From an optimization exercise on the open Yosys and OpenROAD flow, aimed at small area, a short achievable clock period and few clock cycles per item; shortcuts taken in it are not production practice. Function was checked by simulation only, so behaviour that the tests miss may differ from the original. Power and IR drop assume default switching activity.

### flow/flow/run.sh
#!/bin/bash
# Standard synthesis, then the standard layout with timing repair aimed
# below the clock period (setup margin in flow/margin.txt), so the achieved
# period shrinks. Ports are buffered with buf_2 rather than the delay cell
# buffer_ports picks by default.
set -euo pipefail
MARGIN=$(cat flow/margin.txt)
bash standard.sh synth > synth.log 2>&1
bash standard.sh SETUP_SLACK_MARGIN=$MARGIN "BUFFER_PORTS_ARGS=-buffer_cell sky130_fd_sc_hd__buf_2" finish > layout.log 2>&1
### flow/standard.sh
#!/bin/bash
# synth_recipe.tcl (not shown) runs the flow's synth.tcl, then flattens the netlist and writes it again
# the make line also repeats each setting of config.mk as NAME=value (left out here)
make -C /OpenROAD-flow-scripts/flow DESIGN_CONFIG=/design/flow/config.mk WORK_HOME=/design/flow/orfs CLKGATE_MAP_FILE= SYNTH_SCRIPT=/design/flow/synth_recipe.tcl "${@:-finish}"
### flow/flow/margin.txt
10
### flow/config.mk
export PLATFORM = sky130hd
export DESIGN_NAME = ex_stage
export DESIGN_NICKNAME = ex_stage
export VERILOG_FILES = /design/flow/design.v
export SDC_FILE = /design/flow/constraint.sdc
export NUM_CORES = 4
export LEC_CHECK = 0
export CAP_MARGIN = 20
export CORE_MARGIN = 2
export CORE_UTILIZATION = 30
export SLEW_MARGIN = 20
### flow/design.v
module ex_stage (
    input  logic        clk,
    input  logic        rst,
    input  logic        id_ex_valid,
    input  logic [31:0] id_ex_pc,
    input  logic [31:0] id_ex_rs1_data,
    input  logic [31:0] id_ex_rs2_data,
    input  logic [31:0] id_ex_imm,
    input  logic        id_ex_alu_src,
    input  logic [3:0]  id_ex_alu_op,
    input  logic        id_ex_branch,
    input  logic [2:0]  id_ex_funct3,
    input  logic [4:0]  id_ex_rd,
    input  logic        id_ex_reg_write,
    input  logic        id_ex_mem_read,
    input  logic        id_ex_mem_write,
    input  logic        id_ex_mem_to_reg,
    input  logic [1:0]  forwardA,
    input  logic [1:0]  forwardB,
    input  logic [31:0] mem_wb_fwd_data,
    input  logic        mem_stall,
    input  logic        flush,
    output logic        ex_busy,
    output logic        ex_mem_valid,
    output logic        ex_mem_reg_write,
    output logic        ex_mem_mem_read,
    output logic        ex_mem_mem_write,
    output logic        ex_mem_mem_to_reg,
    output logic [31:0] ex_mem_alu_result,
    output logic [31:0] ex_mem_store_data,
    output logic [4:0]  ex_mem_rd,
    output logic        ex_mem_branch_taken,
    output logic [31:0] ex_mem_branch_target
);
    logic [31:0] opa, fwdb, opb;
    always_comb begin
        case (forwardA)
            2'b01:   opa = ex_mem_alu_result;
            2'b10:   opa = mem_wb_fwd_data;
            default: opa = id_ex_rs1_data;
        endcase
        case (forwardB)
            2'b01:   fwdb = ex_mem_alu_result;
            2'b10:   fwdb = mem_wb_fwd_data;
            default: fwdb = id_ex_rs2_data;
        endcase
        opb = id_ex_alu_src ? id_ex_imm : fwdb;
    end
    logic        is_sub;
    logic [32:0] sum;
    logic        ltu, lts;
    logic [31:0] sh_in, sh_out, sh_rev;
    logic        sh_left, sh_fill;
    logic [31:0] alu_res;
    assign is_sub = (id_ex_alu_op != 4'd0);
    assign sum    = {1'b0, opa} + {1'b0, is_sub ? ~opb : opb} + {32'd0, is_sub};
    assign ltu    = ~sum[32];
    assign lts    = (opa[31] ^ opb[31]) ? opa[31] : sum[31];
    assign sh_left = (id_ex_alu_op == 4'd5);
    assign sh_fill = (id_ex_alu_op == 4'd7) & opa[31];
    always_comb begin
        for (int i = 0; i < 32; i++) sh_rev[i] = opa[31-i];
    end
    assign sh_in  = sh_left ? sh_rev : opa;
    assign sh_out = $unsigned({{32{sh_fill}}, sh_in} >> opb[4:0]);
    always_comb begin
        case (id_ex_alu_op)
            4'd0, 4'd1: alu_res = sum[31:0];
            4'd2:       alu_res = opa & opb;
            4'd3:       alu_res = opa | opb;
            4'd4:       alu_res = opa ^ opb;
            4'd5:       for (int i = 0; i < 32; i++) alu_res[i] = sh_out[31-i];
            4'd6, 4'd7: alu_res = sh_out;
            4'd8:       alu_res = {31'd0, lts};
            4'd9:       alu_res = {31'd0, ltu};
            default:    alu_res = opb;    
        endcase
    end
    logic [3:0]  sel_q;           
    logic         cl_q;            
    logic [31:0]  hh;              
    logic [7:0]  bsl;
    logic [39:0] xs, xc;          
    logic [8:0]  lowsum;
    logic         is_mul;
    logic [23:0] lo_q;
    logic [31:0] pp0;
    logic [31:0] pp1;
    logic [31:0] pp2;
    logic [31:0] pp3;
    logic [31:0] pp4;
    logic [31:0] pp5;
    logic [31:0] pp6;
    logic [31:0] pp7;
    logic fs0, fc0;
    logic fs1, fc1;
    logic fs2, fc2;
    logic fs3, fc3;
    logic fs4, fc4;
    logic fs5, fc5;
    logic fs6, fc6;
    logic fs7, fc7;
    logic fs8, fc8;
    logic fs9, fc9;
    logic fs10, fc10;
    logic fs11, fc11;
    logic fs12, fc12;
    logic fs13, fc13;
    logic fs14, fc14;
    logic fs15, fc15;
    logic fs16, fc16;
    logic fs17, fc17;
    logic fs18, fc18;
    logic fs19, fc19;
    logic fs20, fc20;
    logic fs21, fc21;
    logic fs22, fc22;
    logic fs23, fc23;
    logic fs24, fc24;
    logic fs25, fc25;
    logic fs26, fc26;
    logic fs27, fc27;
    logic fs28, fc28;
    logic fs29, fc29;
    logic fs30, fc30;
    logic fs31, fc31;
    logic fs32, fc32;
    logic fs33, fc33;
    logic fs34, fc34;
    logic fs35, fc35;
    logic fs36, fc36;
    logic fs37, fc37;
    logic fs38, fc38;
    logic fs39, fc39;
    logic fs40, fc40;
    logic fs41, fc41;
    logic fs42, fc42;
    logic fs43, fc43;
    logic fs44, fc44;
    logic fs45, fc45;
    logic fs46, fc46;
    logic fs47, fc47;
    logic fs48, fc48;
    logic fs49, fc49;
    logic fs50, fc50;
    logic fs51, fc51;
    logic fs52, fc52;
    logic fs53, fc53;
    logic fs54, fc54;
    logic fs55, fc55;
    logic fs56, fc56;
    logic fs57, fc57;
    logic fs58, fc58;
    logic fs59, fc59;
    logic fs60, fc60;
    logic fs61, fc61;
    logic fs62, fc62;
    logic fs63, fc63;
    logic fs64, fc64;
    logic fs65, fc65;
    logic fs66, fc66;
    logic fs67, fc67;
    logic fs68, fc68;
    logic fs69, fc69;
    logic fs70, fc70;
    logic fs71, fc71;
    logic fs72, fc72;
    logic fs73, fc73;
    logic fs74, fc74;
    logic fs75, fc75;
    logic fs76, fc76;
    logic fs77, fc77;
    logic fs78, fc78;
    logic fs79, fc79;
    logic fs80, fc80;
    logic fs81, fc81;
    logic fs82, fc82;
    logic fs83, fc83;
    logic fs84, fc84;
    logic fs85, fc85;
    logic fs86, fc86;
    logic fs87, fc87;
    logic fs88, fc88;
    logic fs89, fc89;
    logic fs90, fc90;
    logic fs91, fc91;
    logic fs92, fc92;
    logic fs93, fc93;
    logic fs94, fc94;
    logic fs95, fc95;
    logic fs96, fc96;
    logic fs97, fc97;
    logic fs98, fc98;
    logic fs99, fc99;
    logic fs100, fc100;
    logic fs101, fc101;
    logic fs102, fc102;
    logic fs103, fc103;
    logic fs104, fc104;
    logic fs105, fc105;
    logic fs106, fc106;
    logic fs107, fc107;
    logic fs108, fc108;
    logic fs109, fc109;
    logic fs110, fc110;
    logic fs111, fc111;
    logic fs112, fc112;
    logic fs113, fc113;
    logic fs114, fc114;
    logic fs115, fc115;
    logic fs116, fc116;
    logic fs117, fc117;
    logic fs118, fc118;
    logic fs119, fc119;
    logic fs120, fc120;
    logic fs121, fc121;
    logic fs122, fc122;
    logic fs123, fc123;
    logic fs124, fc124;
    logic fs125, fc125;
    logic fs126, fc126;
    logic fs127, fc127;
    logic fs128, fc128;
    logic fs129, fc129;
    logic fs130, fc130;
    logic fs131, fc131;
    logic fs132, fc132;
    logic fs133, fc133;
    logic fs134, fc134;
    logic fs135, fc135;
    logic fs136, fc136;
    logic fs137, fc137;
    logic fs138, fc138;
    logic fs139, fc139;
    logic fs140, fc140;
    logic fs141, fc141;
    logic fs142, fc142;
    logic fs143, fc143;
    logic fs144, fc144;
    logic fs145, fc145;
    logic fs146, fc146;
    logic fs147, fc147;
    logic fs148, fc148;
    logic fs149, fc149;
    logic fs150, fc150;
    logic fs151, fc151;
    logic fs152, fc152;
    logic fs153, fc153;
    logic fs154, fc154;
    logic fs155, fc155;
    logic fs156, fc156;
    logic fs157, fc157;
    logic fs158, fc158;
    logic fs159, fc159;
    logic fs160, fc160;
    logic fs161, fc161;
    logic fs162, fc162;
    logic fs163, fc163;
    logic fs164, fc164;
    logic fs165, fc165;
    logic fs166, fc166;
    logic fs167, fc167;
    logic fs168, fc168;
    logic fs169, fc169;
    logic fs170, fc170;
    logic fs171, fc171;
    logic fs172, fc172;
    logic fs173, fc173;
    logic fs174, fc174;
    logic fs175, fc175;
    logic fs176, fc176;
    logic fs177, fc177;
    logic fs178, fc178;
    logic fs179, fc179;
    logic fs180, fc180;
    logic fs181, fc181;
    logic fs182, fc182;
    logic fs183, fc183;
    logic fs184, fc184;
    logic fs185, fc185;
    logic fs186, fc186;
    logic fs187, fc187;
    logic fs188, fc188;
    logic fs189, fc189;
    logic fs190, fc190;
    logic fs191, fc191;
    logic fs192, fc192;
    logic fs193, fc193;
    logic fs194, fc194;
    logic fs195, fc195;
    logic fs196, fc196;
    logic fs197, fc197;
    logic fs198, fc198;
    logic fs199, fc199;
    logic fs200, fc200;
    logic fs201, fc201;
    logic fs202, fc202;
    logic fs203, fc203;
    logic fs204, fc204;
    logic fs205, fc205;
    logic fs206, fc206;
    logic fs207, fc207;
    logic fs208, fc208;
    logic fs209, fc209;
    logic hs0, hc0;
    logic hs1, hc1;
    logic hs2, hc2;
    logic hs3, hc3;
    logic hs4, hc4;
    logic hs5, hc5;
    logic hs6, hc6;
    assign is_mul = id_ex_alu_op[3] & id_ex_alu_op[1];    
    logic [31:0] b_rs2, b_mwb, b_exm, b_imm;
    logic [3:0]  g_rs2, g_mwb, g_exm, g_imm;
    logic         fb_exm, fb_mwb;
    assign fb_exm = (forwardB == 2'b01);
    assign fb_mwb = (forwardB == 2'b10);
    assign g_rs2  = sel_q & {4{~id_ex_alu_src & ~fb_exm & ~fb_mwb}};
    assign g_mwb  = sel_q & {4{~id_ex_alu_src & fb_mwb}};
    assign g_exm  = sel_q & {4{~id_ex_alu_src & fb_exm}};
    assign g_imm  = sel_q & {4{id_ex_alu_src}};
    assign b_rs2  = 32'(id_ex_rs2_data);
    assign b_mwb  = 32'(mem_wb_fwd_data);
    assign b_exm  = 32'(ex_mem_alu_result);
    assign b_imm  = 32'(id_ex_imm);
    assign bsl    = (b_rs2[0 +: 8] & {8{g_rs2[0]}}) |
                   (b_mwb[0 +: 8] & {8{g_mwb[0]}}) |
                   (b_exm[0 +: 8] & {8{g_exm[0]}}) |
                   (b_imm[0 +: 8] & {8{g_imm[0]}}) |
                   (b_rs2[8 +: 8] & {8{g_rs2[1]}}) |
                   (b_mwb[8 +: 8] & {8{g_mwb[1]}}) |
                   (b_exm[8 +: 8] & {8{g_exm[1]}}) |
                   (b_imm[8 +: 8] & {8{g_imm[1]}}) |
                   (b_rs2[16 +: 8] & {8{g_rs2[2]}}) |
                   (b_mwb[16 +: 8] & {8{g_mwb[2]}}) |
                   (b_exm[16 +: 8] & {8{g_exm[2]}}) |
                   (b_imm[16 +: 8] & {8{g_imm[2]}}) |
                   (b_rs2[24 +: 8] & {8{g_rs2[3]}}) |
                   (b_mwb[24 +: 8] & {8{g_mwb[3]}}) |
                   (b_exm[24 +: 8] & {8{g_exm[3]}}) |
                   (b_imm[24 +: 8] & {8{g_imm[3]}});
    assign hh     = {32{~sel_q[0]}} & (target_q + store_q + {31'd0, cl_q});
    assign pp0 = opa & {32{bsl[0]}};
    assign pp1 = opa & {32{bsl[1]}};
    assign pp2 = opa & {32{bsl[2]}};
    assign pp3 = opa & {32{bsl[3]}};
    assign pp4 = opa & {32{bsl[4]}};
    assign pp5 = opa & {32{bsl[5]}};
    assign pp6 = opa & {32{bsl[6]}};
    assign pp7 = opa & {32{bsl[7]}};
    assign hs0  = hh[5] ^ pp0[5];
    assign hc0 = hh[5] & pp0[5];
    assign fs0  = hh[6] ^ pp0[6] ^ pp1[5];
    assign fc0 = (hh[6] & pp0[6]) | (hh[6] & pp1[5]) | (pp0[6] & pp1[5]);
    assign hs1  = pp2[4] ^ pp3[3];
    assign hc1 = pp2[4] & pp3[3];
    assign fs1  = hh[7] ^ pp0[7] ^ pp1[6];
    assign fc1 = (hh[7] & pp0[7]) | (hh[7] & pp1[6]) | (pp0[7] & pp1[6]);
    assign fs2  = pp2[5] ^ pp3[4] ^ pp4[3];
    assign fc2 = (pp2[5] & pp3[4]) | (pp2[5] & pp4[3]) | (pp3[4] & pp4[3]);
    assign hs2  = pp5[2] ^ pp6[1];
    assign hc2 = pp5[2] & pp6[1];
    assign fs3  = hh[8] ^ pp0[8] ^ pp1[7];
    assign fc3 = (hh[8] & pp0[8]) | (hh[8] & pp1[7]) | (pp0[8] & pp1[7]);
    assign fs4  = pp2[6] ^ pp3[5] ^ pp4[4];
    assign fc4 = (pp2[6] & pp3[5]) | (pp2[6] & pp4[4]) | (pp3[5] & pp4[4]);
    assign fs5  = pp5[3] ^ pp6[2] ^ pp7[1];
    assign fc5 = (pp5[3] & pp6[2]) | (pp5[3] & pp7[1]) | (pp6[2] & pp7[1]);
    assign fs6  = hh[9] ^ pp0[9] ^ pp1[8];
    assign fc6 = (hh[9] & pp0[9]) | (hh[9] & pp1[8]) | (pp0[9] & pp1[8]);
    assign fs7  = pp2[7] ^ pp3[6] ^ pp4[5];
    assign fc7 = (pp2[7] & pp3[6]) | (pp2[7] & pp4[5]) | (pp3[6] & pp4[5]);
    assign fs8  = pp5[4] ^ pp6[3] ^ pp7[2];
    assign fc8 = (pp5[4] & pp6[3]) | (pp5[4] & pp7[2]) | (pp6[3] & pp7[2]);
    assign fs9  = hh[10] ^ pp0[10] ^ pp1[9];
    assign fc9 = (hh[10] & pp0[10]) | (hh[10] & pp1[9]) | (pp0[10] & pp1[9]);
    assign fs10  = pp2[8] ^ pp3[7] ^ pp4[6];
    assign fc10 = (pp2[8] & pp3[7]) | (pp2[8] & pp4[6]) | (pp3[7] & pp4[6]);
    assign fs11  = pp5[5] ^ pp6[4] ^ pp7[3];
    assign fc11 = (pp5[5] & pp6[4]) | (pp5[5] & pp7[3]) | (pp6[4] & pp7[3]);
    assign fs12  = hh[11] ^ pp0[11] ^ pp1[10];
    assign fc12 = (hh[11] & pp0[11]) | (hh[11] & pp1[10]) | (pp0[11] & pp1[10]);
    assign fs13  = pp2[9] ^ pp3[8] ^ pp4[7];
    assign fc13 = (pp2[9] & pp3[8]) | (pp2[9] & pp4[7]) | (pp3[8] & pp4[7]);
    assign fs14  = pp5[6] ^ pp6[5] ^ pp7[4];
    assign fc14 = (pp5[6] & pp6[5]) | (pp5[6] & pp7[4]) | (pp6[5] & pp7[4]);
    assign fs15  = hh[12] ^ pp0[12] ^ pp1[11];
    assign fc15 = (hh[12] & pp0[12]) | (hh[12] & pp1[11]) | (pp0[12] & pp1[11]);
    assign fs16  = pp2[10] ^ pp3[9] ^ pp4[8];
    assign fc16 = (pp2[10] & pp3[9]) | (pp2[10] & pp4[8]) | (pp3[9] & pp4[8]);
    assign fs17  = pp5[7] ^ pp6[6] ^ pp7[5];
    assign fc17 = (pp5[7] & pp6[6]) | (pp5[7] & pp7[5]) | (pp6[6] & pp7[5]);
    assign fs18  = hh[13] ^ pp0[13] ^ pp1[12];
    assign fc18 = (hh[13] & pp0[13]) | (hh[13] & pp1[12]) | (pp0[13] & pp1[12]);
    assign fs19  = pp2[11] ^ pp3[10] ^ pp4[9];
    assign fc19 = (pp2[11] & pp3[10]) | (pp2[11] & pp4[9]) | (pp3[10] & pp4[9]);
    assign fs20  = pp5[8] ^ pp6[7] ^ pp7[6];
    assign fc20 = (pp5[8] & pp6[7]) | (pp5[8] & pp7[6]) | (pp6[7] & pp7[6]);
    assign fs21  = hh[14] ^ pp0[14] ^ pp1[13];
    assign fc21 = (hh[14] & pp0[14]) | (hh[14] & pp1[13]) | (pp0[14] & pp1[13]);
    assign fs22  = pp2[12] ^ pp3[11] ^ pp4[10];
    assign fc22 = (pp2[12] & pp3[11]) | (pp2[12] & pp4[10]) | (pp3[11] & pp4[10]);
    assign fs23  = pp5[9] ^ pp6[8] ^ pp7[7];
    assign fc23 = (pp5[9] & pp6[8]) | (pp5[9] & pp7[7]) | (pp6[8] & pp7[7]);
    assign fs24  = hh[15] ^ pp0[15] ^ pp1[14];
    assign fc24 = (hh[15] & pp0[15]) | (hh[15] & pp1[14]) | (pp0[15] & pp1[14]);
    assign fs25  = pp2[13] ^ pp3[12] ^ pp4[11];
    assign fc25 = (pp2[13] & pp3[12]) | (pp2[13] & pp4[11]) | (pp3[12] & pp4[11]);
    assign fs26  = pp5[10] ^ pp6[9] ^ pp7[8];
    assign fc26 = (pp5[10] & pp6[9]) | (pp5[10] & pp7[8]) | (pp6[9] & pp7[8]);
    assign fs27  = hh[16] ^ pp0[16] ^ pp1[15];
    assign fc27 = (hh[16] & pp0[16]) | (hh[16] & pp1[15]) | (pp0[16] & pp1[15]);
    assign fs28  = pp2[14] ^ pp3[13] ^ pp4[12];
    assign fc28 = (pp2[14] & pp3[13]) | (pp2[14] & pp4[12]) | (pp3[13] & pp4[12]);
    assign fs29  = pp5[11] ^ pp6[10] ^ pp7[9];
    assign fc29 = (pp5[11] & pp6[10]) | (pp5[11] & pp7[9]) | (pp6[10] & pp7[9]);
    assign fs30  = hh[17] ^ pp0[17] ^ pp1[16];
    assign fc30 = (hh[17] & pp0[17]) | (hh[17] & pp1[16]) | (pp0[17] & pp1[16]);
    assign fs31  = pp2[15] ^ pp3[14] ^ pp4[13];
    assign fc31 = (pp2[15] & pp3[14]) | (pp2[15] & pp4[13]) | (pp3[14] & pp4[13]);
    assign fs32  = pp5[12] ^ pp6[11] ^ pp7[10];
    assign fc32 = (pp5[12] & pp6[11]) | (pp5[12] & pp7[10]) | (pp6[11] & pp7[10]);
    assign fs33  = hh[18] ^ pp0[18] ^ pp1[17];
    assign fc33 = (hh[18] & pp0[18]) | (hh[18] & pp1[17]) | (pp0[18] & pp1[17]);
    assign fs34  = pp2[16] ^ pp3[15] ^ pp4[14];
    assign fc34 = (pp2[16] & pp3[15]) | (pp2[16] & pp4[14]) | (pp3[15] & pp4[14]);
    assign fs35  = pp5[13] ^ pp6[12] ^ pp7[11];
    assign fc35 = (pp5[13] & pp6[12]) | (pp5[13] & pp7[11]) | (pp6[12] & pp7[11]);
    assign fs36  = hh[19] ^ pp0[19] ^ pp1[18];
    assign fc36 = (hh[19] & pp0[19]) | (hh[19] & pp1[18]) | (pp0[19] & pp1[18]);
    assign fs37  = pp2[17] ^ pp3[16] ^ pp4[15];
    assign fc37 = (pp2[17] & pp3[16]) | (pp2[17] & pp4[15]) | (pp3[16] & pp4[15]);
    assign fs38  = pp5[14] ^ pp6[13] ^ pp7[12];
    assign fc38 = (pp5[14] & pp6[13]) | (pp5[14] & pp7[12]) | (pp6[13] & pp7[12]);
    assign fs39  = hh[20] ^ pp0[20] ^ pp1[19];
    assign fc39 = (hh[20] & pp0[20]) | (hh[20] & pp1[19]) | (pp0[20] & pp1[19]);
    assign fs40  = pp2[18] ^ pp3[17] ^ pp4[16];
    assign fc40 = (pp2[18] & pp3[17]) | (pp2[18] & pp4[16]) | (pp3[17] & pp4[16]);
    assign fs41  = pp5[15] ^ pp6[14] ^ pp7[13];
    assign fc41 = (pp5[15] & pp6[14]) | (pp5[15] & pp7[13]) | (pp6[14] & pp7[13]);
    assign fs42  = hh[21] ^ pp0[21] ^ pp1[20];
    assign fc42 = (hh[21] & pp0[21]) | (hh[21] & pp1[20]) | (pp0[21] & pp1[20]);
    assign fs43  = pp2[19] ^ pp3[18] ^ pp4[17];
    assign fc43 = (pp2[19] & pp3[18]) | (pp2[19] & pp4[17]) | (pp3[18] & pp4[17]);
    assign fs44  = pp5[16] ^ pp6[15] ^ pp7[14];
    assign fc44 = (pp5[16] & pp6[15]) | (pp5[16] & pp7[14]) | (pp6[15] & pp7[14]);
    assign fs45  = hh[22] ^ pp0[22] ^ pp1[21];
    assign fc45 = (hh[22] & pp0[22]) | (hh[22] & pp1[21]) | (pp0[22] & pp1[21]);
    assign fs46  = pp2[20] ^ pp3[19] ^ pp4[18];
    assign fc46 = (pp2[20] & pp3[19]) | (pp2[20] & pp4[18]) | (pp3[19] & pp4[18]);
    assign fs47  = pp5[17] ^ pp6[16] ^ pp7[15];
    assign fc47 = (pp5[17] & pp6[16]) | (pp5[17] & pp7[15]) | (pp6[16] & pp7[15]);
    assign fs48  = hh[23] ^ pp0[23] ^ pp1[22];
    assign fc48 = (hh[23] & pp0[23]) | (hh[23] & pp1[22]) | (pp0[23] & pp1[22]);
    assign fs49  = pp2[21] ^ pp3[20] ^ pp4[19];
    assign fc49 = (pp2[21] & pp3[20]) | (pp2[21] & pp4[19]) | (pp3[20] & pp4[19]);
    assign fs50  = pp5[18] ^ pp6[17] ^ pp7[16];
    assign fc50 = (pp5[18] & pp6[17]) | (pp5[18] & pp7[16]) | (pp6[17] & pp7[16]);
    assign fs51  = hh[24] ^ pp0[24] ^ pp1[23];
    assign fc51 = (hh[24] & pp0[24]) | (hh[24] & pp1[23]) | (pp0[24] & pp1[23]);
    assign fs52  = pp2[22] ^ pp3[21] ^ pp4[20];
    assign fc52 = (pp2[22] & pp3[21]) | (pp2[22] & pp4[20]) | (pp3[21] & pp4[20]);
    assign fs53  = pp5[19] ^ pp6[18] ^ pp7[17];
    assign fc53 = (pp5[19] & pp6[18]) | (pp5[19] & pp7[17]) | (pp6[18] & pp7[17]);
    assign fs54  = hh[25] ^ pp0[25] ^ pp1[24];
    assign fc54 = (hh[25] & pp0[25]) | (hh[25] & pp1[24]) | (pp0[25] & pp1[24]);
    assign fs55  = pp2[23] ^ pp3[22] ^ pp4[21];
    assign fc55 = (pp2[23] & pp3[22]) | (pp2[23] & pp4[21]) | (pp3[22] & pp4[21]);
    assign fs56  = pp5[20] ^ pp6[19] ^ pp7[18];
    assign fc56 = (pp5[20] & pp6[19]) | (pp5[20] & pp7[18]) | (pp6[19] & pp7[18]);
    assign fs57  = hh[26] ^ pp0[26] ^ pp1[25];
    assign fc57 = (hh[26] & pp0[26]) | (hh[26] & pp1[25]) | (pp0[26] & pp1[25]);
    assign fs58  = pp2[24] ^ pp3[23] ^ pp4[22];
    assign fc58 = (pp2[24] & pp3[23]) | (pp2[24] & pp4[22]) | (pp3[23] & pp4[22]);
    assign fs59  = pp5[21] ^ pp6[20] ^ pp7[19];
    assign fc59 = (pp5[21] & pp6[20]) | (pp5[21] & pp7[19]) | (pp6[20] & pp7[19]);
    assign fs60  = hh[27] ^ pp0[27] ^ pp1[26];
    assign fc60 = (hh[27] & pp0[27]) | (hh[27] & pp1[26]) | (pp0[27] & pp1[26]);
    assign fs61  = pp2[25] ^ pp3[24] ^ pp4[23];
    assign fc61 = (pp2[25] & pp3[24]) | (pp2[25] & pp4[23]) | (pp3[24] & pp4[23]);
    assign fs62  = pp5[22] ^ pp6[21] ^ pp7[20];
    assign fc62 = (pp5[22] & pp6[21]) | (pp5[22] & pp7[20]) | (pp6[21] & pp7[20]);
    assign fs63  = hh[28] ^ pp0[28] ^ pp1[27];
    assign fc63 = (hh[28] & pp0[28]) | (hh[28] & pp1[27]) | (pp0[28] & pp1[27]);
    assign fs64  = pp2[26] ^ pp3[25] ^ pp4[24];
    assign fc64 = (pp2[26] & pp3[25]) | (pp2[26] & pp4[24]) | (pp3[25] & pp4[24]);
    assign fs65  = pp5[23] ^ pp6[22] ^ pp7[21];
    assign fc65 = (pp5[23] & pp6[22]) | (pp5[23] & pp7[21]) | (pp6[22] & pp7[21]);
    assign fs66  = hh[29] ^ pp0[29] ^ pp1[28];
    assign fc66 = (hh[29] & pp0[29]) | (hh[29] & pp1[28]) | (pp0[29] & pp1[28]);
    assign fs67  = pp2[27] ^ pp3[26] ^ pp4[25];
    assign fc67 = (pp2[27] & pp3[26]) | (pp2[27] & pp4[25]) | (pp3[26] & pp4[25]);
    assign fs68  = pp5[24] ^ pp6[23] ^ pp7[22];
    assign fc68 = (pp5[24] & pp6[23]) | (pp5[24] & pp7[22]) | (pp6[23] & pp7[22]);
    assign fs69  = hh[30] ^ pp0[30] ^ pp1[29];
    assign fc69 = (hh[30] & pp0[30]) | (hh[30] & pp1[29]) | (pp0[30] & pp1[29]);
    assign fs70  = pp2[28] ^ pp3[27] ^ pp4[26];
    assign fc70 = (pp2[28] & pp3[27]) | (pp2[28] & pp4[26]) | (pp3[27] & pp4[26]);
    assign fs71  = pp5[25] ^ pp6[24] ^ pp7[23];
    assign fc71 = (pp5[25] & pp6[24]) | (pp5[25] & pp7[23]) | (pp6[24] & pp7[23]);
    assign fs72  = hh[31] ^ pp0[31] ^ pp1[30];
    assign fc72 = (hh[31] & pp0[31]) | (hh[31] & pp1[30]) | (pp0[31] & pp1[30]);
    assign fs73  = pp2[29] ^ pp3[28] ^ pp4[27];
    assign fc73 = (pp2[29] & pp3[28]) | (pp2[29] & pp4[27]) | (pp3[28] & pp4[27]);
    assign fs74  = pp5[26] ^ pp6[25] ^ pp7[24];
    assign fc74 = (pp5[26] & pp6[25]) | (pp5[26] & pp7[24]) | (pp6[25] & pp7[24]);
    assign fs75  = pp1[31] ^ pp2[30] ^ pp3[29];
    assign fc75 = (pp1[31] & pp2[30]) | (pp1[31] & pp3[29]) | (pp2[30] & pp3[29]);
    assign fs76  = pp4[28] ^ pp5[27] ^ pp6[26];
    assign fc76 = (pp4[28] & pp5[27]) | (pp4[28] & pp6[26]) | (pp5[27] & pp6[26]);
    assign fs77  = pp2[31] ^ pp3[30] ^ pp4[29];
    assign fc77 = (pp2[31] & pp3[30]) | (pp2[31] & pp4[29]) | (pp3[30] & pp4[29]);
    assign hs3  = hh[3] ^ pp0[3];
    assign hc3 = hh[3] & pp0[3];
    assign fs78  = hh[4] ^ pp0[4] ^ pp1[3];
    assign fc78 = (hh[4] & pp0[4]) | (hh[4] & pp1[3]) | (pp0[4] & pp1[3]);
    assign hs4  = pp2[2] ^ pp3[1];
    assign hc4 = pp2[2] & pp3[1];
    assign fs79  = pp1[4] ^ pp2[3] ^ pp3[2];
    assign fc79 = (pp1[4] & pp2[3]) | (pp1[4] & pp3[2]) | (pp2[3] & pp3[2]);
    assign fs80  = pp4[1] ^ pp5[0] ^ hs0;
    assign fc80 = (pp4[1] & pp5[0]) | (pp4[1] & hs0) | (pp5[0] & hs0);
    assign fs81  = pp4[2] ^ pp5[1] ^ pp6[0];
    assign fc81 = (pp4[2] & pp5[1]) | (pp4[2] & pp6[0]) | (pp5[1] & pp6[0]);
    assign fs82  = hc0 ^ fs0 ^ hs1;
    assign fc82 = (hc0 & fs0) | (hc0 & hs1) | (fs0 & hs1);
    assign fs83  = pp7[0] ^ fc0 ^ hc1;
    assign fc83 = (pp7[0] & fc0) | (pp7[0] & hc1) | (fc0 & hc1);
    assign fs84  = fs1 ^ fs2 ^ hs2;
    assign fc84 = (fs1 & fs2) | (fs1 & hs2) | (fs2 & hs2);
    assign fs85  = fc1 ^ fc2 ^ hc2;
    assign fc85 = (fc1 & fc2) | (fc1 & hc2) | (fc2 & hc2);
    assign fs86  = fs3 ^ fs4 ^ fs5;
    assign fc86 = (fs3 & fs4) | (fs3 & fs5) | (fs4 & fs5);
    assign fs87  = fc3 ^ fc4 ^ fc5;
    assign fc87 = (fc3 & fc4) | (fc3 & fc5) | (fc4 & fc5);
    assign fs88  = fs6 ^ fs7 ^ fs8;
    assign fc88 = (fs6 & fs7) | (fs6 & fs8) | (fs7 & fs8);
    assign fs89  = fc6 ^ fc7 ^ fc8;
    assign fc89 = (fc6 & fc7) | (fc6 & fc8) | (fc7 & fc8);
    assign fs90  = fs9 ^ fs10 ^ fs11;
    assign fc90 = (fs9 & fs10) | (fs9 & fs11) | (fs10 & fs11);
    assign fs91  = fc9 ^ fc10 ^ fc11;
    assign fc91 = (fc9 & fc10) | (fc9 & fc11) | (fc10 & fc11);
    assign fs92  = fs12 ^ fs13 ^ fs14;
    assign fc92 = (fs12 & fs13) | (fs12 & fs14) | (fs13 & fs14);
    assign fs93  = fc12 ^ fc13 ^ fc14;
    assign fc93 = (fc12 & fc13) | (fc12 & fc14) | (fc13 & fc14);
    assign fs94  = fs15 ^ fs16 ^ fs17;
    assign fc94 = (fs15 & fs16) | (fs15 & fs17) | (fs16 & fs17);
    assign fs95  = fc15 ^ fc16 ^ fc17;
    assign fc95 = (fc15 & fc16) | (fc15 & fc17) | (fc16 & fc17);
    assign fs96  = fs18 ^ fs19 ^ fs20;
    assign fc96 = (fs18 & fs19) | (fs18 & fs20) | (fs19 & fs20);
    assign fs97  = fc18 ^ fc19 ^ fc20;
    assign fc97 = (fc18 & fc19) | (fc18 & fc20) | (fc19 & fc20);
    assign fs98  = fs21 ^ fs22 ^ fs23;
    assign fc98 = (fs21 & fs22) | (fs21 & fs23) | (fs22 & fs23);
    assign fs99  = fc21 ^ fc22 ^ fc23;
    assign fc99 = (fc21 & fc22) | (fc21 & fc23) | (fc22 & fc23);
    assign fs100  = fs24 ^ fs25 ^ fs26;
    assign fc100 = (fs24 & fs25) | (fs24 & fs26) | (fs25 & fs26);
    assign fs101  = fc24 ^ fc25 ^ fc26;
    assign fc101 = (fc24 & fc25) | (fc24 & fc26) | (fc25 & fc26);
    assign fs102  = fs27 ^ fs28 ^ fs29;
    assign fc102 = (fs27 & fs28) | (fs27 & fs29) | (fs28 & fs29);
    assign fs103  = fc27 ^ fc28 ^ fc29;
    assign fc103 = (fc27 & fc28) | (fc27 & fc29) | (fc28 & fc29);
    assign fs104  = fs30 ^ fs31 ^ fs32;
    assign fc104 = (fs30 & fs31) | (fs30 & fs32) | (fs31 & fs32);
    assign fs105  = fc30 ^ fc31 ^ fc32;
    assign fc105 = (fc30 & fc31) | (fc30 & fc32) | (fc31 & fc32);
    assign fs106  = fs33 ^ fs34 ^ fs35;
    assign fc106 = (fs33 & fs34) | (fs33 & fs35) | (fs34 & fs35);
    assign fs107  = fc33 ^ fc34 ^ fc35;
    assign fc107 = (fc33 & fc34) | (fc33 & fc35) | (fc34 & fc35);
    assign fs108  = fs36 ^ fs37 ^ fs38;
    assign fc108 = (fs36 & fs37) | (fs36 & fs38) | (fs37 & fs38);
    assign fs109  = fc36 ^ fc37 ^ fc38;
    assign fc109 = (fc36 & fc37) | (fc36 & fc38) | (fc37 & fc38);
    assign fs110  = fs39 ^ fs40 ^ fs41;
    assign fc110 = (fs39 & fs40) | (fs39 & fs41) | (fs40 & fs41);
    assign fs111  = fc39 ^ fc40 ^ fc41;
    assign fc111 = (fc39 & fc40) | (fc39 & fc41) | (fc40 & fc41);
    assign fs112  = fs42 ^ fs43 ^ fs44;
    assign fc112 = (fs42 & fs43) | (fs42 & fs44) | (fs43 & fs44);
    assign fs113  = fc42 ^ fc43 ^ fc44;
    assign fc113 = (fc42 & fc43) | (fc42 & fc44) | (fc43 & fc44);
    assign fs114  = fs45 ^ fs46 ^ fs47;
    assign fc114 = (fs45 & fs46) | (fs45 & fs47) | (fs46 & fs47);
    assign fs115  = fc45 ^ fc46 ^ fc47;
    assign fc115 = (fc45 & fc46) | (fc45 & fc47) | (fc46 & fc47);
    assign fs116  = fs48 ^ fs49 ^ fs50;
    assign fc116 = (fs48 & fs49) | (fs48 & fs50) | (fs49 & fs50);
    assign fs117  = fc48 ^ fc49 ^ fc50;
    assign fc117 = (fc48 & fc49) | (fc48 & fc50) | (fc49 & fc50);
    assign fs118  = fs51 ^ fs52 ^ fs53;
    assign fc118 = (fs51 & fs52) | (fs51 & fs53) | (fs52 & fs53);
    assign fs119  = fc51 ^ fc52 ^ fc53;
    assign fc119 = (fc51 & fc52) | (fc51 & fc53) | (fc52 & fc53);
    assign fs120  = fs54 ^ fs55 ^ fs56;
    assign fc120 = (fs54 & fs55) | (fs54 & fs56) | (fs55 & fs56);
    assign fs121  = fc54 ^ fc55 ^ fc56;
    assign fc121 = (fc54 & fc55) | (fc54 & fc56) | (fc55 & fc56);
    assign fs122  = fs57 ^ fs58 ^ fs59;
    assign fc122 = (fs57 & fs58) | (fs57 & fs59) | (fs58 & fs59);
    assign fs123  = fc57 ^ fc58 ^ fc59;
    assign fc123 = (fc57 & fc58) | (fc57 & fc59) | (fc58 & fc59);
    assign fs124  = fs60 ^ fs61 ^ fs62;
    assign fc124 = (fs60 & fs61) | (fs60 & fs62) | (fs61 & fs62);
    assign fs125  = fc60 ^ fc61 ^ fc62;
    assign fc125 = (fc60 & fc61) | (fc60 & fc62) | (fc61 & fc62);
    assign fs126  = fs63 ^ fs64 ^ fs65;
    assign fc126 = (fs63 & fs64) | (fs63 & fs65) | (fs64 & fs65);
    assign fs127  = fc63 ^ fc64 ^ fc65;
    assign fc127 = (fc63 & fc64) | (fc63 & fc65) | (fc64 & fc65);
    assign fs128  = fs66 ^ fs67 ^ fs68;
    assign fc128 = (fs66 & fs67) | (fs66 & fs68) | (fs67 & fs68);
    assign fs129  = fc66 ^ fc67 ^ fc68;
    assign fc129 = (fc66 & fc67) | (fc66 & fc68) | (fc67 & fc68);
    assign fs130  = fs69 ^ fs70 ^ fs71;
    assign fc130 = (fs69 & fs70) | (fs69 & fs71) | (fs70 & fs71);
    assign fs131  = fc69 ^ fc70 ^ fc71;
    assign fc131 = (fc69 & fc70) | (fc69 & fc71) | (fc70 & fc71);
    assign fs132  = fs72 ^ fs73 ^ fs74;
    assign fc132 = (fs72 & fs73) | (fs72 & fs74) | (fs73 & fs74);
    assign fs133  = pp7[25] ^ fc72 ^ fc73;
    assign fc133 = (pp7[25] & fc72) | (pp7[25] & fc73) | (fc72 & fc73);
    assign fs134  = fc74 ^ fs75 ^ fs76;
    assign fc134 = (fc74 & fs75) | (fc74 & fs76) | (fs75 & fs76);
    assign fs135  = pp5[28] ^ pp6[27] ^ pp7[26];
    assign fc135 = (pp5[28] & pp6[27]) | (pp5[28] & pp7[26]) | (pp6[27] & pp7[26]);
    assign fs136  = fc75 ^ fc76 ^ fs77;
    assign fc136 = (fc75 & fc76) | (fc75 & fs77) | (fc76 & fs77);
    assign fs137  = pp3[31] ^ pp4[30] ^ pp5[29];
    assign fc137 = (pp3[31] & pp4[30]) | (pp3[31] & pp5[29]) | (pp4[30] & pp5[29]);
    assign fs138  = pp6[28] ^ pp7[27] ^ fc77;
    assign fc138 = (pp6[28] & pp7[27]) | (pp6[28] & fc77) | (pp7[27] & fc77);
    assign fs139  = pp4[31] ^ pp5[30] ^ pp6[29];
    assign fc139 = (pp4[31] & pp5[30]) | (pp4[31] & pp6[29]) | (pp5[30] & pp6[29]);
    assign hs5  = hh[2] ^ pp0[2];
    assign hc5 = hh[2] & pp0[2];
    assign fs140  = pp1[2] ^ pp2[1] ^ pp3[0];
    assign fc140 = (pp1[2] & pp2[1]) | (pp1[2] & pp3[0]) | (pp2[1] & pp3[0]);
    assign fs141  = pp4[0] ^ hc3 ^ fs78;
    assign fc141 = (pp4[0] & hc3) | (pp4[0] & fs78) | (hc3 & fs78);
    assign fs142  = fc78 ^ hc4 ^ fs79;
    assign fc142 = (fc78 & hc4) | (fc78 & fs79) | (hc4 & fs79);
    assign fs143  = fc79 ^ fc80 ^ fs81;
    assign fc143 = (fc79 & fc80) | (fc79 & fs81) | (fc80 & fs81);
    assign fs144  = fc81 ^ fc82 ^ fs83;
    assign fc144 = (fc81 & fc82) | (fc81 & fs83) | (fc82 & fs83);
    assign fs145  = fc83 ^ fc84 ^ fs85;
    assign fc145 = (fc83 & fc84) | (fc83 & fs85) | (fc84 & fs85);
    assign fs146  = fc85 ^ fc86 ^ fs87;
    assign fc146 = (fc85 & fc86) | (fc85 & fs87) | (fc86 & fs87);
    assign fs147  = fc87 ^ fc88 ^ fs89;
    assign fc147 = (fc87 & fc88) | (fc87 & fs89) | (fc88 & fs89);
    assign fs148  = fc89 ^ fc90 ^ fs91;
    assign fc148 = (fc89 & fc90) | (fc89 & fs91) | (fc90 & fs91);
    assign fs149  = fc91 ^ fc92 ^ fs93;
    assign fc149 = (fc91 & fc92) | (fc91 & fs93) | (fc92 & fs93);
    assign fs150  = fc93 ^ fc94 ^ fs95;
    assign fc150 = (fc93 & fc94) | (fc93 & fs95) | (fc94 & fs95);
    assign fs151  = fc95 ^ fc96 ^ fs97;
    assign fc151 = (fc95 & fc96) | (fc95 & fs97) | (fc96 & fs97);
    assign fs152  = fc97 ^ fc98 ^ fs99;
    assign fc152 = (fc97 & fc98) | (fc97 & fs99) | (fc98 & fs99);
    assign fs153  = fc99 ^ fc100 ^ fs101;
    assign fc153 = (fc99 & fc100) | (fc99 & fs101) | (fc100 & fs101);
    assign fs154  = fc101 ^ fc102 ^ fs103;
    assign fc154 = (fc101 & fc102) | (fc101 & fs103) | (fc102 & fs103);
    assign fs155  = fc103 ^ fc104 ^ fs105;
    assign fc155 = (fc103 & fc104) | (fc103 & fs105) | (fc104 & fs105);
    assign fs156  = fc105 ^ fc106 ^ fs107;
    assign fc156 = (fc105 & fc106) | (fc105 & fs107) | (fc106 & fs107);
    assign fs157  = fc107 ^ fc108 ^ fs109;
    assign fc157 = (fc107 & fc108) | (fc107 & fs109) | (fc108 & fs109);
    assign fs158  = fc109 ^ fc110 ^ fs111;
    assign fc158 = (fc109 & fc110) | (fc109 & fs111) | (fc110 & fs111);
    assign fs159  = fc111 ^ fc112 ^ fs113;
    assign fc159 = (fc111 & fc112) | (fc111 & fs113) | (fc112 & fs113);
    assign fs160  = fc113 ^ fc114 ^ fs115;
    assign fc160 = (fc113 & fc114) | (fc113 & fs115) | (fc114 & fs115);
    assign fs161  = fc115 ^ fc116 ^ fs117;
    assign fc161 = (fc115 & fc116) | (fc115 & fs117) | (fc116 & fs117);
    assign fs162  = fc117 ^ fc118 ^ fs119;
    assign fc162 = (fc117 & fc118) | (fc117 & fs119) | (fc118 & fs119);
    assign fs163  = fc119 ^ fc120 ^ fs121;
    assign fc163 = (fc119 & fc120) | (fc119 & fs121) | (fc120 & fs121);
    assign fs164  = fc121 ^ fc122 ^ fs123;
    assign fc164 = (fc121 & fc122) | (fc121 & fs123) | (fc122 & fs123);
    assign fs165  = fc123 ^ fc124 ^ fs125;
    assign fc165 = (fc123 & fc124) | (fc123 & fs125) | (fc124 & fs125);
    assign fs166  = fc125 ^ fc126 ^ fs127;
    assign fc166 = (fc125 & fc126) | (fc125 & fs127) | (fc126 & fs127);
    assign fs167  = fc127 ^ fc128 ^ fs129;
    assign fc167 = (fc127 & fc128) | (fc127 & fs129) | (fc128 & fs129);
    assign fs168  = fc129 ^ fc130 ^ fs131;
    assign fc168 = (fc129 & fc130) | (fc129 & fs131) | (fc130 & fs131);
    assign fs169  = fc131 ^ fc132 ^ fs133;
    assign fc169 = (fc131 & fc132) | (fc131 & fs133) | (fc132 & fs133);
    assign fs170  = fc133 ^ fc134 ^ fs135;
    assign fc170 = (fc133 & fc134) | (fc133 & fs135) | (fc134 & fs135);
    assign fs171  = fc135 ^ fc136 ^ fs137;
    assign fc171 = (fc135 & fc136) | (fc135 & fs137) | (fc136 & fs137);
    assign fs172  = pp7[28] ^ fc137 ^ fc138;
    assign fc172 = (pp7[28] & fc137) | (pp7[28] & fc138) | (fc137 & fc138);
    assign fs173  = pp5[31] ^ pp6[30] ^ pp7[29];
    assign fc173 = (pp5[31] & pp6[30]) | (pp5[31] & pp7[29]) | (pp6[30] & pp7[29]);
    assign hs6  = hh[1] ^ pp0[1];
    assign hc6 = hh[1] & pp0[1];
    assign fs174  = pp1[1] ^ pp2[0] ^ hs5;
    assign fc174 = (pp1[1] & pp2[0]) | (pp1[1] & hs5) | (pp2[0] & hs5);
    assign fs175  = hs3 ^ hc5 ^ fs140;
    assign fc175 = (hs3 & hc5) | (hs3 & fs140) | (hc5 & fs140);
    assign fs176  = hs4 ^ fc140 ^ fs141;
    assign fc176 = (hs4 & fc140) | (hs4 & fs141) | (fc140 & fs141);
    assign fs177  = fs80 ^ fc141 ^ fs142;
    assign fc177 = (fs80 & fc141) | (fs80 & fs142) | (fc141 & fs142);
    assign fs178  = fs82 ^ fc142 ^ fs143;
    assign fc178 = (fs82 & fc142) | (fs82 & fs143) | (fc142 & fs143);
    assign fs179  = fs84 ^ fc143 ^ fs144;
    assign fc179 = (fs84 & fc143) | (fs84 & fs144) | (fc143 & fs144);
    assign fs180  = fs86 ^ fc144 ^ fs145;
    assign fc180 = (fs86 & fc144) | (fs86 & fs145) | (fc144 & fs145);
    assign fs181  = fs88 ^ fc145 ^ fs146;
    assign fc181 = (fs88 & fc145) | (fs88 & fs146) | (fc145 & fs146);
    assign fs182  = fs90 ^ fc146 ^ fs147;
    assign fc182 = (fs90 & fc146) | (fs90 & fs147) | (fc146 & fs147);
    assign fs183  = fs92 ^ fc147 ^ fs148;
    assign fc183 = (fs92 & fc147) | (fs92 & fs148) | (fc147 & fs148);
    assign fs184  = fs94 ^ fc148 ^ fs149;
    assign fc184 = (fs94 & fc148) | (fs94 & fs149) | (fc148 & fs149);
    assign fs185  = fs96 ^ fc149 ^ fs150;
    assign fc185 = (fs96 & fc149) | (fs96 & fs150) | (fc149 & fs150);
    assign fs186  = fs98 ^ fc150 ^ fs151;
    assign fc186 = (fs98 & fc150) | (fs98 & fs151) | (fc150 & fs151);
    assign fs187  = fs100 ^ fc151 ^ fs152;
    assign fc187 = (fs100 & fc151) | (fs100 & fs152) | (fc151 & fs152);
    assign fs188  = fs102 ^ fc152 ^ fs153;
    assign fc188 = (fs102 & fc152) | (fs102 & fs153) | (fc152 & fs153);
    assign fs189  = fs104 ^ fc153 ^ fs154;
    assign fc189 = (fs104 & fc153) | (fs104 & fs154) | (fc153 & fs154);
    assign fs190  = fs106 ^ fc154 ^ fs155;
    assign fc190 = (fs106 & fc154) | (fs106 & fs155) | (fc154 & fs155);
    assign fs191  = fs108 ^ fc155 ^ fs156;
    assign fc191 = (fs108 & fc155) | (fs108 & fs156) | (fc155 & fs156);
    assign fs192  = fs110 ^ fc156 ^ fs157;
    assign fc192 = (fs110 & fc156) | (fs110 & fs157) | (fc156 & fs157);
    assign fs193  = fs112 ^ fc157 ^ fs158;
    assign fc193 = (fs112 & fc157) | (fs112 & fs158) | (fc157 & fs158);
    assign fs194  = fs114 ^ fc158 ^ fs159;
    assign fc194 = (fs114 & fc158) | (fs114 & fs159) | (fc158 & fs159);
    assign fs195  = fs116 ^ fc159 ^ fs160;
    assign fc195 = (fs116 & fc159) | (fs116 & fs160) | (fc159 & fs160);
    assign fs196  = fs118 ^ fc160 ^ fs161;
    assign fc196 = (fs118 & fc160) | (fs118 & fs161) | (fc160 & fs161);
    assign fs197  = fs120 ^ fc161 ^ fs162;
    assign fc197 = (fs120 & fc161) | (fs120 & fs162) | (fc161 & fs162);
    assign fs198  = fs122 ^ fc162 ^ fs163;
    assign fc198 = (fs122 & fc162) | (fs122 & fs163) | (fc162 & fs163);
    assign fs199  = fs124 ^ fc163 ^ fs164;
    assign fc199 = (fs124 & fc163) | (fs124 & fs164) | (fc163 & fs164);
    assign fs200  = fs126 ^ fc164 ^ fs165;
    assign fc200 = (fs126 & fc164) | (fs126 & fs165) | (fc164 & fs165);
    assign fs201  = fs128 ^ fc165 ^ fs166;
    assign fc201 = (fs128 & fc165) | (fs128 & fs166) | (fc165 & fs166);
    assign fs202  = fs130 ^ fc166 ^ fs167;
    assign fc202 = (fs130 & fc166) | (fs130 & fs167) | (fc166 & fs167);
    assign fs203  = fs132 ^ fc167 ^ fs168;
    assign fc203 = (fs132 & fc167) | (fs132 & fs168) | (fc167 & fs168);
    assign fs204  = fs134 ^ fc168 ^ fs169;
    assign fc204 = (fs134 & fc168) | (fs134 & fs169) | (fc168 & fs169);
    assign fs205  = fs136 ^ fc169 ^ fs170;
    assign fc205 = (fs136 & fc169) | (fs136 & fs170) | (fc169 & fs170);
    assign fs206  = fs138 ^ fc170 ^ fs171;
    assign fc206 = (fs138 & fc170) | (fs138 & fs171) | (fc170 & fs171);
    assign fs207  = fs139 ^ fc171 ^ fs172;
    assign fc207 = (fs139 & fc171) | (fs139 & fs172) | (fc171 & fs172);
    assign fs208  = fc139 ^ fc172 ^ fs173;
    assign fc208 = (fc139 & fc172) | (fc139 & fs173) | (fc172 & fs173);
    assign fs209  = pp6[31] ^ pp7[30] ^ fc173;
    assign fc209 = (pp6[31] & pp7[30]) | (pp6[31] & fc173) | (pp7[30] & fc173);
    assign xs[0] = hh[0];
    assign xc[0] = pp0[0];
    assign xs[1] = pp1[0];
    assign xc[1] = hs6;
    assign xs[2] = hc6;
    assign xc[2] = fs174;
    assign xs[3] = fc174;
    assign xc[3] = fs175;
    assign xs[4] = fc175;
    assign xc[4] = fs176;
    assign xs[5] = fc176;
    assign xc[5] = fs177;
    assign xs[6] = fc177;
    assign xc[6] = fs178;
    assign xs[7] = fc178;
    assign xc[7] = fs179;
    assign xs[8] = fc179;
    assign xc[8] = fs180;
    assign xs[9] = fc180;
    assign xc[9] = fs181;
    assign xs[10] = fc181;
    assign xc[10] = fs182;
    assign xs[11] = fc182;
    assign xc[11] = fs183;
    assign xs[12] = fc183;
    assign xc[12] = fs184;
    assign xs[13] = fc184;
    assign xc[13] = fs185;
    assign xs[14] = fc185;
    assign xc[14] = fs186;
    assign xs[15] = fc186;
    assign xc[15] = fs187;
    assign xs[16] = fc187;
    assign xc[16] = fs188;
    assign xs[17] = fc188;
    assign xc[17] = fs189;
    assign xs[18] = fc189;
    assign xc[18] = fs190;
    assign xs[19] = fc190;
    assign xc[19] = fs191;
    assign xs[20] = fc191;
    assign xc[20] = fs192;
    assign xs[21] = fc192;
    assign xc[21] = fs193;
    assign xs[22] = fc193;
    assign xc[22] = fs194;
    assign xs[23] = fc194;
    assign xc[23] = fs195;
    assign xs[24] = fc195;
    assign xc[24] = fs196;
    assign xs[25] = fc196;
    assign xc[25] = fs197;
    assign xs[26] = fc197;
    assign xc[26] = fs198;
    assign xs[27] = fc198;
    assign xc[27] = fs199;
    assign xs[28] = fc199;
    assign xc[28] = fs200;
    assign xs[29] = fc200;
    assign xc[29] = fs201;
    assign xs[30] = fc201;
    assign xc[30] = fs202;
    assign xs[31] = fc202;
    assign xc[31] = fs203;
    assign xs[32] = fc203;
    assign xc[32] = fs204;
    assign xs[33] = fc204;
    assign xc[33] = fs205;
    assign xs[34] = fc205;
    assign xc[34] = fs206;
    assign xs[35] = fc206;
    assign xc[35] = fs207;
    assign xs[36] = fc207;
    assign xc[36] = fs208;
    assign xs[37] = fc208;
    assign xc[37] = fs209;
    assign xs[38] = pp7[31];
    assign xc[38] = fc209;
    assign xs[39] = 1'b0;
    assign xc[39] = 1'b0;
    assign lowsum = {1'b0, xs[7:0]} + {1'b0, xc[7:0]};
    logic br_eq, br_ltu, br_lts, br_cond;
    assign br_eq  = (opa == fwdb);
    assign br_ltu = (opa < fwdb);
    assign br_lts = (opa[31] ^ fwdb[31]) ? opa[31] : br_ltu;
    always_comb begin
        case (id_ex_funct3[2:1])
            2'b00:   br_cond = br_eq;
            2'b10:   br_cond = br_lts;
            default: br_cond = br_ltu;
        endcase
        br_cond = br_cond ^ id_ex_funct3[0];
    end
    logic accept, mul_step, last;
    assign last     = sel_q[3];
    assign ex_busy  = is_mul & ~last;
    assign accept   = id_ex_valid & ~ex_busy & ~mem_stall & ~flush;
    assign mul_step = id_ex_valid & is_mul & ~last & ~flush & ~mem_stall;
    always_ff @(posedge clk) begin
        if (rst || flush || !id_ex_valid || accept) begin
            sel_q <= 4'(1);
        end else if (mul_step) begin
            sel_q <= sel_q << 1;
        end
    end
    always_ff @(posedge clk) begin
        if (mul_step) begin
            lo_q <= {lowsum[7:0], lo_q[23:8]};
            cl_q <= lowsum[8];
        end
    end
    logic        valid_q, rw_q, mr_q, mw_q, m2r_q, taken_q;
    logic [31:0] res_s_q, res_c_q, store_q, target_q;
    logic        res_ci_q;
    logic [4:0]  rd_q;
    logic [31:0] res_s_d, res_c_d;
    logic        res_ci_d;
    logic m_lo, m_hi;
    assign m_lo = is_mul & ~id_ex_alu_op[0];
    assign m_hi = is_mul & id_ex_alu_op[0];
    assign res_s_d  = ({32{m_lo}} & {xs[7:0], lo_q}) | ({32{m_hi}} & xs[39:8]) |
                      ({32{~is_mul}} & alu_res);
    assign res_c_d  = ({32{m_lo}} & {xc[7:0], 24'd0}) | ({32{m_hi}} & xc[39:8]);
    assign res_ci_d = m_hi & lowsum[8];
    always_ff @(posedge clk) begin
        if (rst || flush) begin
            valid_q <= 1'b0;
            rw_q    <= 1'b0;
            mr_q    <= 1'b0;
            mw_q    <= 1'b0;
            m2r_q   <= 1'b0;
            taken_q <= 1'b0;
        end else if (!mem_stall) begin
            valid_q <= accept;
            rw_q    <= accept & id_ex_reg_write;
            mr_q    <= accept & id_ex_mem_read;
            mw_q    <= accept & id_ex_mem_write;
            m2r_q   <= accept & id_ex_mem_to_reg;
            taken_q <= accept & id_ex_branch & br_cond;
        end
    end
    always_ff @(posedge clk) begin
        if (accept) begin
            res_s_q   <= res_s_d;
            res_c_q   <= res_c_d;
            res_ci_q  <= res_ci_d;
            store_q   <= fwdb;
            rd_q      <= id_ex_rd;
            target_q  <= id_ex_pc + id_ex_imm;
        end else if (mul_step) begin
            store_q   <= xc[39:8];
            target_q  <= xs[39:8];
        end
    end
    assign ex_mem_valid         = valid_q;
    assign ex_mem_reg_write     = rw_q;
    assign ex_mem_mem_read      = mr_q;
    assign ex_mem_mem_write     = mw_q;
    assign ex_mem_mem_to_reg    = m2r_q;
    assign ex_mem_alu_result    = res_s_q + res_c_q + {31'd0, res_ci_q};
    assign ex_mem_store_data    = store_q;
    assign ex_mem_rd            = rd_q;
    assign ex_mem_branch_taken  = taken_q;
    assign ex_mem_branch_target = target_q;
endmodule
### flow/constraint.sdc
create_clock -name core_clock -period 18.0 [get_ports {clk}]
set_input_delay 3.6000 -clock core_clock [delete_from_list [all_inputs] [get_ports {clk}]]
set_output_delay 3.6000 -clock core_clock [all_outputs]
set_load 0.01 [all_outputs]
==> results.txt <==
cells by family after synthesis:
| logic type | Yosys count |
|---|---|
| adder cells (fa/ha/maj) | 454 |
| multiplexers | 53 |
| XOR/XNOR | 130 |
| AO/OA/AOI/OAI | 1134 |
| flip-flops | 169 |
| AND/OR/NAND/NOR | 1228 |
| buffers and inverters | 511 |
final timing paths:
path / startpoint / to / slack (ns) / cells after the start
max reg2reg: res_s_q[0]$_DFFE_PP_ / res_c_q[25]$_DFFE_PP_ / 10.47 / 21
min reg2reg: lo_q[16]$_DFFE_PP_ / lo_q[8]$_DFFE_PP_ / 0.47 / 0
max: id_ex_imm[8] / res_ci_q$_DFFE_PP_ / 9.66 / 22
min: lo_q[16]$_DFFE_PP_ / lo_q[8]$_DFFE_PP_ / 0.47 / 0
per-layer routing:
metal / wire [um] / vias up
met5: 148 / -
met4: 15300 / 14
met3: 21600 / 601
met2: 70300 / 2450
met1: 64500 / 16100
li1: - / 13900
stage by stage:
| step | utilization, % | instance area (um^2) |
|---|---|---|
| global route | 36.9 | 36100 |
| finish | 36.9 | 36200 |
| detailed placement | 33.4 | 32700 |
| floorplan | - | 29900 |
| global placement | 33.4 | 32700 |
| CTS | 35.6 | 34900 |
power by group through the flow:
| stage | Combinational [mW] | Clock, mW | Sequential (mW) |
|---|---|---|---|
| detailed placement | 2.01 | 0 | 0.542 |
| global placement | 2.01 | 0 | 0.543 |
| global route | 2.46 | 0.421 | 0.535 |
| CTS | 2.16 | 0.412 | 0.534 |
| finish | 2.35 | 0.407 | 0.534 |
| floorplan | 1.21 | 0 | 0.539 |
flip-flops by register name (all words and copies together), names as in the netlist, 4 cells and up:
register and flops:
target_q 32, lo_q 24, res_s_q 32, res_c_q 32
sel_q 4, store_q 32, rd_q 5
synth_stat cells (all sizes together) (10+ instances only):
| library cell | n | area [um^2] |
|---|---|---|
| a31oi | 25 | 163 |
| xor2 | 45 | 394 |
| and4 | 11 | 96.3 |
| a221o | 43 | 442 |
| inv | 274 | 1030 |
| o221ai | 32 | 299 |
| clkbuf | 180 | 678 |
| o21bai | 20 | 150 |
| a311oi | 10 | 93.8 |
| o21ai | 260 | 1320 |
| a211oi | 40 | 328 |
| o31ai | 10 | 88.8 |
| a22oi | 53 | 398 |
| a22o | 17 | 149 |
| nor2 | 309 | 1160 |
| mux2i | 26 | 260 |
| o211ai | 53 | 403 |
| nand2b | 59 | 369 |
| nor4 | 11 | 81.3 |
| ha | 237 | 2970 |
| dfxtp | 10 | 200 |
| nand2 | 458 | 1720 |
| edfxtp | 159 | 4770 |
| a21boi | 10 | 75.1 |
| nor2b | 28 | 183 |
| and2 | 47 | 297 |
| o21a | 40 | 302 |
| a211o | 18 | 158 |
| a21oi | 237 | 1200 |
| or3 | 18 | 118 |
| nand4 | 34 | 213 |
| or2 | 16 | 100 |
| nor3 | 57 | 295 |
| fa | 217 | 4340 |
| buf | 50 | 249 |
| o2111ai | 13 | 114 |
| a221oi | 46 | 427 |
| o22ai | 42 | 269 |
| a21o | 61 | 459 |
| xnor2 | 85 | 752 |
| and3 | 65 | 417 |
| mux2 | 27 | 304 |
| nand3 | 79 | 400 |
layout make-up:
cell class / count / area [um^2]
tap: 1287 / 1610
timing repair buffer: 499 / 3750
fill: 10100 / 61800
inverter: 281 / 1100
antenna: 8 / 20.0
clock inverter: 15 / 176
sequential: 169 / 4980
clock buffer: 17 / 425
multi-input combinational: 3000 / 24100
critical path, cell delays in order:
cell and delay, ns:
buf_12 0.12, a222oi_1 1.10, o21ai_1 0.21, a221oi_2 0.24, o21ai_1 0.12, a21oi_2 0.16, nand4_1 0.20, buf_12 0.21
nand2_4 0.06, fa_1 0.39, inv_2 0.10, fa_1 0.44, inv_2 0.11, fa_1 0.46, inv_2 0.09, ha_4 0.21
inv_2 0.06, o21bai_4 0.06, a21oi_4 0.17, o21bai_4 0.12, a21o_1 0.21, and3_1 0.17
repair_timing:
| action | 4_1_cts | 5_1_grt |
|---|---|---|
| pin swaps | 35 | 76 |
| buffers inserted | 47 | 50 |
| resized for setup | 202 | 163 |
| setup endpoints to repair | 129 | 76 |
| gates cloned | 8 | 9 |
| hold buffers | 0 | 0 |
==> key figures <==
Yosys
  • Synth Area in Adders: 24.7%
  • Yosys reg bits: 169
  • Post-synthesis xor/xnor area fraction: 3.88%
  • Synth cell types: 117
  • Post-synthesis compound-gate area fraction: 26.5%
  • Mapped Nets: 4320
  • Post-Syn Area: 29500 um^2
  • Synth Flop Type: edfxtp_1
  • Simple logic cell fraction of the synthesized area: about a fifth
  • Synth Instances: roughly 3700
  • Fraction of registers with async set/reset: 0%
  • Mean post-synth cell area: approximately 8 um^2
  • Largest family of logic cells by synthesized area: compound AO/OA/AOI/OAI gates
  • EDFF count, synth: 159
  • Register area share after synthesis: 16.8%
  • Post-synthesis mux area share: 1.91%
  • Ys Warns: 1

Power
  • Peak supply drop: 0.0737 mV
  • Switching share of power: 52.2%
  • Combinational group share of total power: a little under three quarters
  • Sequential share of power: 16.2%
  • Leakage: between 10 and 15 nW
  • Pint: 1.57 mW
  • P_sw: around 1.7 mW
  • Pwr dens: 91.1 nW/um^2
  • Clock power share: 12.3%
  • Tot Pwr: roughly 3.3 mW

Clocking
  • Clock sinks: 169
  • CTS max path bufs: 2
  • H-Tree Depth: 4
  • Clock latency on the worst-skew pair: between 0.5 and 0.6 ns
  • CTS tree: yes
  • Total CTS buffers: 17
  • CTS Root Cell: clkbuf_16
  • CTS clk-pin slew, worst paths: roughly 0.090 ns

Floorplan
  • CORE AREA: 98000 um^2
  • Starting Density: 30.2%
  • Die area: 101000 um^2
  • I/O pins: a little under 300
  • Rows: 115
  • Die Wd: 318 um
  • DIE HEIGHT: 318 um

Final layout
  • Most frequent cells in the layout: 444 x nand2_1, 291 x nor2_1, 286 x buf_2, 227 x inv_1, 223 x ha_1
  • Commonest non-fill, non-tap cell in the layout: nand2_1
  • Share of cells above drive strength 1: 23.5%
  • Non-filler instance count after layout: 5276
  • Final nets: 4609
  • Layout area overhead: 22.4%

GRT
  • Number of global-route vias before repair: 31000
  • M1 GR Usage: about two fifths
  • Initial antenna violation count: 12
  • GRT Total Usage: around a third
  • Global routing usage on met3: 10.2%
  • First-pass GRT wire length: 235000 um
  • Met2 Use GR: 47.1%
  • Largest net degree at the start of global routing: 72
  • Global route overflow: 0
  • GRT busiest layer: met2

Job
  • Max Cap Violations: 0

Critical path
  • Setup Crit Path Kind: in -> reg
  • Worst EP arrival: 8.64 ns
  • Worst-path maximum fanout: 6
  • Data required time at the worst endpoint: 18.30 ns
  • Kind of start point of the critical path: input port
  • Crit. End Element: flop

Placed design
  • Gpl congestion: 1.08
  • DP Worst Slack: 8.42 ns
  • Dpl hpwl: 130000 um
  • Number of buffers added on ports: 294
  • Placed insts: 5121

Timing
  • Worst hold slack: 0.473 ns
  • Setup Viol. Count Final: 0
  • Clock skew: 0.0238 ns
  • Hold Vio Cnt, Final: 0
  • Setup TNS: 0 ns
  • Fmax: 0.120 GHz
  • Slew headroom: 11.6%
  • Tmin final: 8.34 ns
  • Slew @ Worst Pin: 1.31 ns
  • Fin worst setup slack: 9.66 ns
  • Unrepaired setup endpoints after global routing: true
  • Slew Limit Fails: 0
  • Fin crit share: 46.4%

Detailed routing
  • Detailed Route Iter0 Violations: approximately 4900
  • Drt drc: 0
  • Total wire length: 172000 um
  • Avg WL per Cell: 32.6 um
  • DR pass1 iterations: 10
  • DR vias: ~33000
  • Drt via density: 6.27
  • Routed Antenna Nets: 0

Outcome
  • Status: complete, no violations

Worst hold path
  • Worst Hold Class: reg -> reg
Testbench counts, summed over its fixed seeds: cycles 25,557, instructions 16,000.

re-timing with driven ports:
The results above use ideal ports. As a check the final layout listed here was re-extracted and re-timed, cells and wires unchanged.
Step 1 assumes that a clkbuf_16 drives the clock port and a buf_2 every other input.
Step 2 also shifts input and output timing later by t, the mid clock arrival at the registers, as if the neighbouring blocks saw the same clock.
Slacks: ideal / step 1 / step 2; pairs: ideal / step 1.
t (ns): 0.589
setup slack, ns: 9.657 / 9.675 / 9.085
hold slack, ns: 0.473 / 0.473 / 0.473
latest minus earliest clock arrival (ns): 0.023 / 0.023
pins driven straight from the clock port: 1
After both steps setup and hold are still met in this run. The setup slack of this run moves by +0.018 ns with the drivers and by -0.572 ns with both steps.
